Background: an optimization exercise with open tools, aiming at a short achievable clock period and few clock cycles per item. Do not read the settings as production practice. RTL that was checked went through simulation tests only; none was proved equivalent to the original. Power figures rest on the tool's default switching activity, not on a simulated workload.

==> try-quartz: inputs <==
## rv_core_top
module rv_core_top (
	input  logic                         clk,
	input  logic                         i_rst_n,
	output logic                         o_wb_cyc,
	output logic                         o_wb_stb,
	output logic                         o_wb_we,
	output logic [rv_core_pkg::XLEN-1:0] o_wb_adr,
	output logic [rv_core_pkg::XLEN-1:0] o_wb_dat,
	input  logic [rv_core_pkg::XLEN-1:0] i_wb_dat,
	input  logic                         i_wb_ack
);
Settings: LEC_CHECK=0, ABC_CLOCK_PERIOD_IN_PS=2500, CAP_MARGIN=20, CORE_MARGIN=2, CORE_UTILIZATION=45, PLACE_DENSITY=0.6, SETUP_SLACK_MARGIN=5, SLEW_MARGIN=20, TNS_END_PERCENT=100; clock period 8.0 ns.
run.sh (not shown) runs the stock make flow with config.mk's settings and CLKGATE_MAP_FILE= SYNTH_SCRIPT=/design/flow/synth_recipe.tcl, a recipe that flattens the netlist after the stock synthesis.
==> inputs of try-yarrow, as changes to try-quartz <==
--- a/flow/design.v
+++ b/flow/design.v
@@ -60,14 +60,69 @@
 			logic [19:0] imm;
 			logic [4:0]  rd;
 			logic [6:0]  opcode;
 		} u;
 	} instr_u;
 endpackage
 `timescale 1ns/1ps
+module ks_carry (
+	input  logic [31:0] i_a,
+	input  logic [31:0] i_b,
+	output logic [31:0] o_c
+);
+	logic [31:0] g [0:5];
+	logic [31:0] t [0:5];
+	always_comb begin
+		g[0] = i_a & i_b;
+		t[0] = i_a | i_b;
+		for (int l = 0; l < 5; l++) begin
+			for (int i = 0; i < 32; i++) begin
+				if (i >= (1 << l)) begin
+					g[l+1][i] = g[l][i] | (t[l][i] & g[l][i-(1<<l)]);
+					t[l+1][i] = t[l][i] & t[l][i-(1<<l)];
+				end else begin
+					g[l+1][i] = g[l][i];
+					t[l+1][i] = t[l][i];
+				end
+			end
+		end
+		o_c[0] = 1'b0;
+		o_c[1] = ~(~i_a[0] | ~i_b[0]);
+		for (int i = 2; i < 32; i++)
+			o_c[i] = g[5][i-1];
+	end
+endmodule
+module ks_add (
+	input  logic [31:0] i_a,
+	input  logic [31:0] i_b,
+	output logic [31:0] o_sum
+);
+	logic [31:0] c;
+	ks_carry u_c (.i_a(i_a), .i_b(i_b), .o_c(c));
+	assign o_sum = (i_a ^ c) ^ i_b;
+endmodule
+module inc4 (
+	input  logic [31:0] i_a,
+	output logic [31:0] o_sum
+);
+	logic [31:0] p [0:5];
+	logic [31:0] c;
+	always_comb begin
+		p[0] = i_a;
+		for (int l = 0; l < 5; l++)
+			for (int i = 0; i < 32; i++)
+				p[l+1][i] = (i >= 2 + (1 << l)) ? (p[l][i] & p[l][i-(1<<l)]) : p[l][i];
+		c = '0;
+		c[2] = 1'b1;
+		for (int i = 3; i < 32; i++)
+			c[i] = p[5][i-1];
+		o_sum = i_a ^ c;
+	end
+endmodule
+`timescale 1ns/1ps
 module rv_core_top (
 	input  logic                         clk,
 	input  logic                         i_rst_n,
 	output logic                         o_wb_cyc,
 	output logic                         o_wb_stb,
 	output logic                         o_wb_we,
 	output logic [rv_core_pkg::XLEN-1:0] o_wb_adr,
@@ -99,116 +154,128 @@
 	assign o_wb_dat = dat_q;
 	logic        ack;       
 	logic        f_ack;     
 	logic        m_ack;     
 	logic [31:0] f_ir;
 	logic [6:0]  f_opc;
 	logic [4:0]  f_rs1, f_rs2, f_rd;
-	logic        f_seq, f_sub, f_useimm, f_fa, f_fb;
-	logic [31:0] f_imm;
+	logic        f_seq;
 	logic [31:0] adr_p4;
 	assign ack    = stb_q & i_wb_ack;
 	assign f_ack  = ack & ~data_q;
 	assign m_ack  = ack & data_q;
 	assign f_ir   = i_wb_dat;
 	assign f_opc  = f_ir[6:0];
 	assign f_rd   = f_ir[11:7];
 	assign f_rs1  = f_ir[19:15];
 	assign f_rs2  = f_ir[24:20];
 	assign f_seq  = ~(f_opc == OPC_LOAD || f_opc == OPC_STORE || f_opc == OPC_BRANCH ||
 		f_opc == OPC_JAL || f_opc == OPC_JALR);
-	assign f_sub  = (f_opc == OPC_RTYPE) && (f_ir[14:12] == 3'b010 ||
-		(f_ir[14:12] == 3'b000 && f_ir[30]));
-	assign f_useimm = (f_opc != OPC_RTYPE);
-	assign f_imm  = (f_opc == OPC_STORE) ? {{20{f_ir[31]}}, f_ir[31:25], f_ir[11:7]} :
-		(f_opc == OPC_LUI) ? {f_ir[31:12], 12'b0} : {{20{f_ir[31]}}, f_ir[31:20]};
-	assign adr_p4 = adr_q + 32'd4;
+	inc4 u_inc (.i_a(adr_q), .o_sum(adr_p4));
 	logic        e_v;
-	logic [31:0] e_a, e_b;          
-	logic [31:0] e_acy;             
-	logic        e_sub;             
-	logic [31:0] e_imm;             
-	logic        e_useimm;
-	logic [31:0] e_bop;             
-	logic [31:0] e_timm, e_pc, e_pc4;
+	logic [31:0] e_a, e_an, e_b, e_imm, e_timm, e_pc, e_pc4;
+	logic        e_fa;              
+	logic [2:0]  e_bsel;            
+	logic [3:0]  e_asel;            
+	logic        e_fb;              
 	logic        e_sumsel;          
-	logic        e_sltsel;          
+	logic        e_sltsel;
 	logic [1:0]  e_fn;              
 	logic        e_we;              
 	logic [4:0]  e_rd;
-	logic        e_jal, e_addr, e_ls, e_st;
+	logic        e_br, e_jal, e_addr, e_ls, e_st;
 	logic        e_redir;           
 	logic        w_we;
 	logic [4:0]  w_rd;
-	logic [31:0] w_res;
+	logic [31:0] w_res, w_resn;
 	logic [31:0] regs [1:31];
 	logic [31:0] f_rv1, f_rv2;
 	always_comb begin
 		f_rv1 = (f_rs1 == 5'd0) ? 32'd0 : regs[f_rs1];
 		f_rv2 = (f_rs2 == 5'd0) ? 32'd0 : regs[f_rs2];
 		if (w_we && w_rd == f_rs1)
 			f_rv1 = w_res;
 		if (w_we && w_rd == f_rs2)
 			f_rv2 = w_res;
 	end
-	assign f_fa = e_we && e_rd == f_rs1;
-	assign f_fb = e_we && e_rd == f_rs2;
-	logic [31:0] e_sum, e_tgt, e_misc, e_res, e_redir_adr;
+	logic [31:0] e_opa, e_opb, e_addb, e_acy, e_cy, e_sum, e_tgt, e_misc, e_res, e_redir_adr;
 	logic        e_eq, e_lt;
-	logic [31:0] e_sumi, e_sumr;
-	assign e_bop  = e_useimm ? e_imm : e_b;
-	assign e_sumi = e_acy + e_imm;
-	assign e_sumr = (e_acy + e_b) ^ {32{e_sub}};
-	assign e_sum  = e_useimm ? e_sumi : e_sumr;
-	assign e_tgt = e_pc + e_timm;
-	assign e_eq = (e_a == e_b);
-	assign e_lt = (e_a[31] != e_b[31]) ? e_a[31] : e_sum[31];
+	assign e_opa  = e_fa ? w_res : e_a;
+	assign e_opb  = e_fb ? w_res : e_b;
+	assign e_addb = ({32{e_bsel[0]}} & e_b) | ({32{e_bsel[1]}} & w_res) |
+		({32{e_bsel[2]}} & e_imm);
+	assign e_acy  = ({32{e_asel[0]}} & e_a) | ({32{e_asel[1]}} & e_an) |
+		({32{e_asel[2]}} & w_res) | ({32{e_asel[3]}} & w_resn);
+	ks_carry u_add (
+		.i_a (e_acy),
+		.i_b (e_addb),
+		.o_c (e_cy)
+	);
+	assign e_sum = (e_opa ^ e_cy) ^ e_addb;
+	ks_add u_tadd (
+		.i_a   (e_pc),
+		.i_b   (e_timm),
+		.o_sum (e_tgt)
+	);
+	assign e_eq = (e_opa == e_opb);
+	assign e_lt = (e_opa[31] != e_opb[31]) ? e_opa[31] : e_sum[31];
 	always_comb begin
 		case (e_fn)
-			2'd0:    e_misc = e_a | e_bop;
-			2'd1:    e_misc = e_a & e_bop;
-			2'd2:    e_misc = e_bop;
+			2'd0:    e_misc = e_opa | e_addb;
+			2'd1:    e_misc = e_opa & e_addb;
+			2'd2:    e_misc = e_imm;
 			default: e_misc = e_pc4;
 		endcase
 		if (m_ack)
 			e_misc = i_wb_dat;    
 		e_res = e_sumsel ? e_sum : e_misc;
 		if (e_sltsel)
 			e_res = {31'd0, e_lt};
 	end
 	assign e_redir_adr = e_addr ? e_sum : ((e_eq | e_jal) ? e_tgt : e_pc4);
 	always_ff @(posedge clk) begin
 		if (w_we)
 			regs[w_rd] <= w_res;
 	end
 	always_ff @(posedge clk) begin
-		e_a    <= f_fa ? e_res : f_rv1;
-		e_b    <= f_fb ? e_res : f_rv2;
-		e_acy  <= (f_fa ? e_res : f_rv1) ^ {32{f_sub}};
-		e_sub  <= f_sub;
-		e_imm    <= f_imm;
-		e_useimm <= f_useimm;
-		e_pc   <= adr_q;
-		e_pc4  <= adr_p4;
-		e_rd   <= f_rd;
-		e_timm <= (f_opc == OPC_JAL) ?
+		e_a      <= f_rv1;
+		e_b      <= f_rv2;
+		e_an     <= ~f_rv1;
+		e_fa     <= e_we && e_rd == f_rs1;
+		e_fb     <= e_we && e_rd == f_rs2;
+		e_pc     <= adr_q;
+		e_pc4    <= adr_p4;
+		e_rd     <= f_rd;
+		if (f_opc != OPC_RTYPE)
+			e_bsel <= 3'b100;
+		else
+			e_bsel <= (e_we && e_rd == f_rs2) ? 3'b010 : 3'b001;
+		if (f_opc == OPC_RTYPE && (f_ir[14:12] == 3'b010 || (f_ir[14:12] == 3'b000 && f_ir[30])))
+			e_asel <= (e_we && e_rd == f_rs1) ? 4'b1000 : 4'b0010;
+		else
+			e_asel <= (e_we && e_rd == f_rs1) ? 4'b0100 : 4'b0001;
+		e_imm    <= (f_opc == OPC_STORE) ? {{20{f_ir[31]}}, f_ir[31:25], f_ir[11:7]} :
+			(f_opc == OPC_LUI) ? {f_ir[31:12], 12'b0} : {{20{f_ir[31]}}, f_ir[31:20]};
+		e_timm   <= (f_opc == OPC_JAL) ?
 			{{12{f_ir[31]}}, f_ir[19:12], f_ir[20], f_ir[30:21], 1'b0} :
 			{{20{f_ir[31]}}, f_ir[7], f_ir[30:25], f_ir[11:8], 1'b0};
 		if (f_opc == OPC_RTYPE)
 			e_fn <= (f_ir[14:12] == 3'b111) ? 2'd1 : 2'd0;
 		else if (f_opc == OPC_LUI)
 			e_fn <= 2'd2;
 		else
 			e_fn <= 2'd3;
+		e_br   <= (f_opc == OPC_BRANCH);
 		e_jal  <= (f_opc == OPC_JAL);
 		e_addr <= (f_opc == OPC_JALR || f_opc == OPC_LOAD || f_opc == OPC_STORE);
 		e_ls   <= (f_opc == OPC_LOAD || f_opc == OPC_STORE);
 		e_st   <= (f_opc == OPC_STORE);
-		w_rd  <= m_ack ? ld_rd_q : e_rd;
-		w_res <= e_res;
+		w_rd   <= m_ack ? ld_rd_q : e_rd;
+		w_res  <= e_res;
+		w_resn <= ~e_res;
 		if (!i_rst_n) begin
 			e_v      <= 1'b0;
 			e_we     <= 1'b0;
 			e_sumsel <= 1'b0;
 			e_sltsel <= 1'b0;
 			e_redir  <= 1'b0;
 			w_we     <= 1'b0;
@@ -246,14 +313,14 @@
 			end else if (!stb_q && (e_redir || boot_q)) begin
 				stb_q  <= 1'b1;
 				we_q   <= e_redir && e_st;
 				data_q <= e_redir && e_ls;
 			end
 		end
 		if (e_redir && e_ls) begin
-			dat_q   <= e_b;
+			dat_q   <= e_opb;
 			rpc_q   <= e_pc4;
 			ld_rd_q <= e_rd;
 			ld_q    <= ~e_st;
 		end
 	end
 endmodule
==> inputs of try-willow, as changes to try-quartz <==
--- a/flow/design.v
+++ b/flow/design.v
@@ -60,14 +60,82 @@
 			logic [19:0] imm;
 			logic [4:0]  rd;
 			logic [6:0]  opcode;
 		} u;
 	} instr_u;
 endpackage
 `timescale 1ns/1ps
+module ks_carry (
+	input  logic [31:0] i_a,
+	input  logic [31:0] i_b,
+	output logic [31:0] o_c
+);
+	logic [31:0] g [0:5];
+	logic [31:0] t [0:5];
+	always_comb begin
+		g[0] = i_a & i_b;
+		t[0] = i_a | i_b;
+		for (int l = 0; l < 5; l++) begin
+			for (int i = 0; i < 32; i++) begin
+				if (i >= (1 << l)) begin
+					g[l+1][i] = g[l][i] | (t[l][i] & g[l][i-(1<<l)]);
+					t[l+1][i] = t[l][i] & t[l][i-(1<<l)];
+				end else begin
+					g[l+1][i] = g[l][i];
+					t[l+1][i] = t[l][i];
+				end
+			end
+		end
+		o_c[0] = 1'b0;
+		o_c[1] = ~(~i_a[0] | ~i_b[0]);
+		for (int i = 2; i < 32; i++)
+			o_c[i] = g[5][i-1];
+	end
+endmodule
+module ks_add (
+	input  logic [31:0] i_a,
+	input  logic [31:0] i_b,
+	output logic [31:0] o_sum
+);
+	logic [31:0] c;
+	ks_carry u_c (.i_a(i_a), .i_b(i_b), .o_c(c));
+	assign o_sum = (i_a ^ c) ^ i_b;
+endmodule
+module inc4 (
+	input  logic [31:0] i_a,
+	output logic [31:0] o_sum
+);
+	logic [31:0] p [0:5];
+	logic [31:0] c;
+	always_comb begin
+		p[0] = i_a;
+		for (int l = 0; l < 5; l++)
+			for (int i = 0; i < 32; i++)
+				p[l+1][i] = (i >= 2 + (1 << l)) ? (p[l][i] & p[l][i-(1<<l)]) : p[l][i];
+		c = '0;
+		c[2] = 1'b1;
+		for (int i = 3; i < 32; i++)
+			c[i] = p[5][i-1];
+		o_sum = i_a ^ c;
+	end
+endmodule
+`timescale 1ns/1ps
+module rf_read (
+	input  logic [31*32-1:0] i_regs,    
+	input  logic [4:0]       i_idx,
+	output logic [31:0]      o_data
+);
+	always_comb begin
+		o_data = '0;
+		for (int r = 1; r < 32; r++)
+			if (i_idx == 5'(r))
+				o_data = i_regs[(r-1)*32 +: 32];
+	end
+endmodule
+`timescale 1ns/1ps
 module rv_core_top (
 	input  logic                         clk,
 	input  logic                         i_rst_n,
 	output logic                         o_wb_cyc,
 	output logic                         o_wb_stb,
 	output logic                         o_wb_we,
 	output logic [rv_core_pkg::XLEN-1:0] o_wb_adr,
@@ -117,53 +185,55 @@
 	assign f_seq  = ~(f_opc == OPC_LOAD || f_opc == OPC_STORE || f_opc == OPC_BRANCH ||
 		f_opc == OPC_JAL || f_opc == OPC_JALR);
 	assign f_sub  = (f_opc == OPC_RTYPE) && (f_ir[14:12] == 3'b010 ||
 		(f_ir[14:12] == 3'b000 && f_ir[30]));
 	assign f_useimm = (f_opc != OPC_RTYPE);
 	assign f_imm  = (f_opc == OPC_STORE) ? {{20{f_ir[31]}}, f_ir[31:25], f_ir[11:7]} :
 		(f_opc == OPC_LUI) ? {f_ir[31:12], 12'b0} : {{20{f_ir[31]}}, f_ir[31:20]};
-	assign adr_p4 = adr_q + 32'd4;
+	inc4 u_inc (.i_a(adr_q), .o_sum(adr_p4));
 	logic        e_v;
 	logic [31:0] e_a, e_b;          
 	logic [31:0] e_acy;             
-	logic        e_sub;             
-	logic [31:0] e_imm;             
-	logic        e_useimm;
 	logic [31:0] e_bop;             
 	logic [31:0] e_timm, e_pc, e_pc4;
 	logic        e_sumsel;          
 	logic        e_sltsel;          
 	logic [1:0]  e_fn;              
 	logic        e_we;              
 	logic [4:0]  e_rd;
 	logic        e_jal, e_addr, e_ls, e_st;
 	logic        e_redir;           
 	logic        w_we;
 	logic [4:0]  w_rd;
 	logic [31:0] w_res;
 	logic [31:0] regs [1:31];
-	logic [31:0] f_rv1, f_rv2;
-	always_comb begin
-		f_rv1 = (f_rs1 == 5'd0) ? 32'd0 : regs[f_rs1];
-		f_rv2 = (f_rs2 == 5'd0) ? 32'd0 : regs[f_rs2];
-		if (w_we && w_rd == f_rs1)
-			f_rv1 = w_res;
-		if (w_we && w_rd == f_rs2)
-			f_rv2 = w_res;
-	end
+	logic [31*32-1:0] regs_flat;
+	logic [31:0]      f_rd1, f_rd2, f_rv1, f_rv2;
+	always_comb
+		for (int r = 1; r < 32; r++)
+			regs_flat[(r-1)*32 +: 32] = regs[r];
+	rf_read u_rd1 (.i_regs(regs_flat), .i_idx(f_rs1), .o_data(f_rd1));
+	rf_read u_rd2 (.i_regs(regs_flat), .i_idx(f_rs2), .o_data(f_rd2));
+	assign f_rv1 = (w_we && w_rd == f_rs1) ? w_res : f_rd1;
+	assign f_rv2 = (w_we && w_rd == f_rs2) ? w_res : f_rd2;
 	assign f_fa = e_we && e_rd == f_rs1;
 	assign f_fb = e_we && e_rd == f_rs2;
-	logic [31:0] e_sum, e_tgt, e_misc, e_res, e_redir_adr;
+	logic [31:0] e_cy, e_sum, e_tgt, e_misc, e_res, e_redir_adr;
 	logic        e_eq, e_lt;
-	logic [31:0] e_sumi, e_sumr;
-	assign e_bop  = e_useimm ? e_imm : e_b;
-	assign e_sumi = e_acy + e_imm;
-	assign e_sumr = (e_acy + e_b) ^ {32{e_sub}};
-	assign e_sum  = e_useimm ? e_sumi : e_sumr;
-	assign e_tgt = e_pc + e_timm;
+	ks_carry u_add (
+		.i_a (e_acy),
+		.i_b (e_bop),
+		.o_c (e_cy)
+	);
+	assign e_sum = (e_a ^ e_cy) ^ e_bop;
+	ks_add u_tadd (
+		.i_a   (e_pc),
+		.i_b   (e_timm),
+		.o_sum (e_tgt)
+	);
 	assign e_eq = (e_a == e_b);
 	assign e_lt = (e_a[31] != e_b[31]) ? e_a[31] : e_sum[31];
 	always_comb begin
 		case (e_fn)
 			2'd0:    e_misc = e_a | e_bop;
 			2'd1:    e_misc = e_a & e_bop;
 			2'd2:    e_misc = e_bop;
@@ -180,17 +250,15 @@
 		if (w_we)
 			regs[w_rd] <= w_res;
 	end
 	always_ff @(posedge clk) begin
 		e_a    <= f_fa ? e_res : f_rv1;
 		e_b    <= f_fb ? e_res : f_rv2;
 		e_acy  <= (f_fa ? e_res : f_rv1) ^ {32{f_sub}};
-		e_sub  <= f_sub;
-		e_imm    <= f_imm;
-		e_useimm <= f_useimm;
+		e_bop  <= f_useimm ? f_imm : (f_fb ? e_res : f_rv2);
 		e_pc   <= adr_q;
 		e_pc4  <= adr_p4;
 		e_rd   <= f_rd;
 		e_timm <= (f_opc == OPC_JAL) ?
 			{{12{f_ir[31]}}, f_ir[19:12], f_ir[20], f_ir[30:21], 1'b0} :
 			{{20{f_ir[31]}}, f_ir[7], f_ir[30:25], f_ir[11:8], 1'b0};
 		if (f_opc == OPC_RTYPE)
- CORE_UTILIZATION: 45 -> 60
- PLACE_DENSITY: 0.6 -> 0.75
- SYNTH_HIERARCHICAL: default -> 1
- SYNTH_MINIMUM_KEEP_SIZE: default -> 1000
==> inputs of try-ember, as changes to try-quartz <==
--- a/flow/design.v
+++ b/flow/design.v
@@ -122,16 +122,14 @@
 	assign f_imm  = (f_opc == OPC_STORE) ? {{20{f_ir[31]}}, f_ir[31:25], f_ir[11:7]} :
 		(f_opc == OPC_LUI) ? {f_ir[31:12], 12'b0} : {{20{f_ir[31]}}, f_ir[31:20]};
 	assign adr_p4 = adr_q + 32'd4;
 	logic        e_v;
 	logic [31:0] e_a, e_b;          
 	logic [31:0] e_acy;             
 	logic        e_sub;             
-	logic [31:0] e_imm;             
-	logic        e_useimm;
 	logic [31:0] e_bop;             
 	logic [31:0] e_timm, e_pc, e_pc4;
 	logic        e_sumsel;          
 	logic        e_sltsel;          
 	logic [1:0]  e_fn;              
 	logic        e_we;              
 	logic [4:0]  e_rd;
@@ -150,19 +148,15 @@
 		if (w_we && w_rd == f_rs2)
 			f_rv2 = w_res;
 	end
 	assign f_fa = e_we && e_rd == f_rs1;
 	assign f_fb = e_we && e_rd == f_rs2;
 	logic [31:0] e_sum, e_tgt, e_misc, e_res, e_redir_adr;
 	logic        e_eq, e_lt;
-	logic [31:0] e_sumi, e_sumr;
-	assign e_bop  = e_useimm ? e_imm : e_b;
-	assign e_sumi = e_acy + e_imm;
-	assign e_sumr = (e_acy + e_b) ^ {32{e_sub}};
-	assign e_sum  = e_useimm ? e_sumi : e_sumr;
+	assign e_sum = (e_acy + e_bop) ^ {32{e_sub}};
 	assign e_tgt = e_pc + e_timm;
 	assign e_eq = (e_a == e_b);
 	assign e_lt = (e_a[31] != e_b[31]) ? e_a[31] : e_sum[31];
 	always_comb begin
 		case (e_fn)
 			2'd0:    e_misc = e_a | e_bop;
 			2'd1:    e_misc = e_a & e_bop;
@@ -181,16 +175,15 @@
 			regs[w_rd] <= w_res;
 	end
 	always_ff @(posedge clk) begin
 		e_a    <= f_fa ? e_res : f_rv1;
 		e_b    <= f_fb ? e_res : f_rv2;
 		e_acy  <= (f_fa ? e_res : f_rv1) ^ {32{f_sub}};
 		e_sub  <= f_sub;
-		e_imm    <= f_imm;
-		e_useimm <= f_useimm;
+		e_bop  <= f_useimm ? f_imm : (f_fb ? e_res : f_rv2);
 		e_pc   <= adr_q;
 		e_pc4  <= adr_p4;
 		e_rd   <= f_rd;
 		e_timm <= (f_opc == OPC_JAL) ?
 			{{12{f_ir[31]}}, f_ir[19:12], f_ir[20], f_ir[30:21], 1'b0} :
 			{{20{f_ir[31]}}, f_ir[7], f_ir[30:25], f_ir[11:8], 1'b0};
 		if (f_opc == OPC_RTYPE)
- GPL_ROUTABILITY_DRIVEN: default -> 0
- PLACE_DENSITY: 0.6 -> 0.7
==> comparison table <==
quantity	try-willow	try-ember	try-quartz	try-yarrow
Share of the synthesized area in the top cell type	47.04%	49.28%	47.76%	47.96%
Leakage	-	0.02785 uW	0.02950 uW	0.02881 uW
Area of the mapped netlist	0.06780 sq mm	0.06472 sq mm	0.06677 sq mm	0.06649 sq mm
Cell internal pwr	-	12510 uW	13000 uW	12830 uW
Layout-stage area growth over the synthesis result	-	24.01%	24.29%	22.26%
Outcome	stopped before the end	no timing/DRC/antenna violations	no timing/DRC/antenna violations	no timing/DRC/antenna violations
Last stage reached	global routing (5_1_grt)	-	-	-
Die boundary height	340.2 microns	383.2 microns	389.2 microns	388.4 microns
Adder-cell share of the synthesized area	0.4097%	1.276%	2.297%	0.6586%
Antenna diode instance count	-	1	3	2
Full die area	-	0.1469 sq mm	0.1515 sq mm	0.1508 sq mm
Metal2 WL	-	103.8 mm	117.3 mm	111.6 mm
Post-CTS setup buffers	516	175	167	227
DRC violations left	-	0	0	0
Testbench counts of try-yarrow, summed over its fixed seeds: cycles 37,013, instrs 15,860.
Testbench counts of try-ember, summed over its fixed seeds: cycles 37,013, instrs 15,860.
Only the layout flow was run in try-quartz and try-willow; the RTL was not checked for function there.

-- afterwards: timing with drivers on the ports --
In the flow no input, the clock included, has a driving cell. The finished layouts below were timed again as built, in two steps.
Step 1 sets driving cells, clkbuf_16 on the clock port and buf_2 on the other inputs (assumed; they add their load-dependent delay and slew).
Step 2 moves the port delays by t, midway between the first and last clock arrival at a register: inputs arrive t later, outputs are due t later. That takes back most of the time a late clock gives input paths.
Three values: ideal, step 1, step 2; two values: the first two.
| run | t (ns) | setup slack, ns | clock arrival spread, ns |
|---|---|---|---|
| try-quartz | 0.872 | 4.527 / 4.327 / 3.455 | 0.046 / 0.046 |
| try-yarrow | 0.885 | 4.485 / 4.485 / 3.878 | 0.035 / 0.035 |
| try-ember | 0.869 | 4.565 / 4.369 / 3.500 | 0.039 / 0.039 |
After both steps setup and hold are still met in every run listed. The setup slack of try-quartz, which loses most, moves by -0.200 ns with the drivers and by -1.072 ns with both steps.
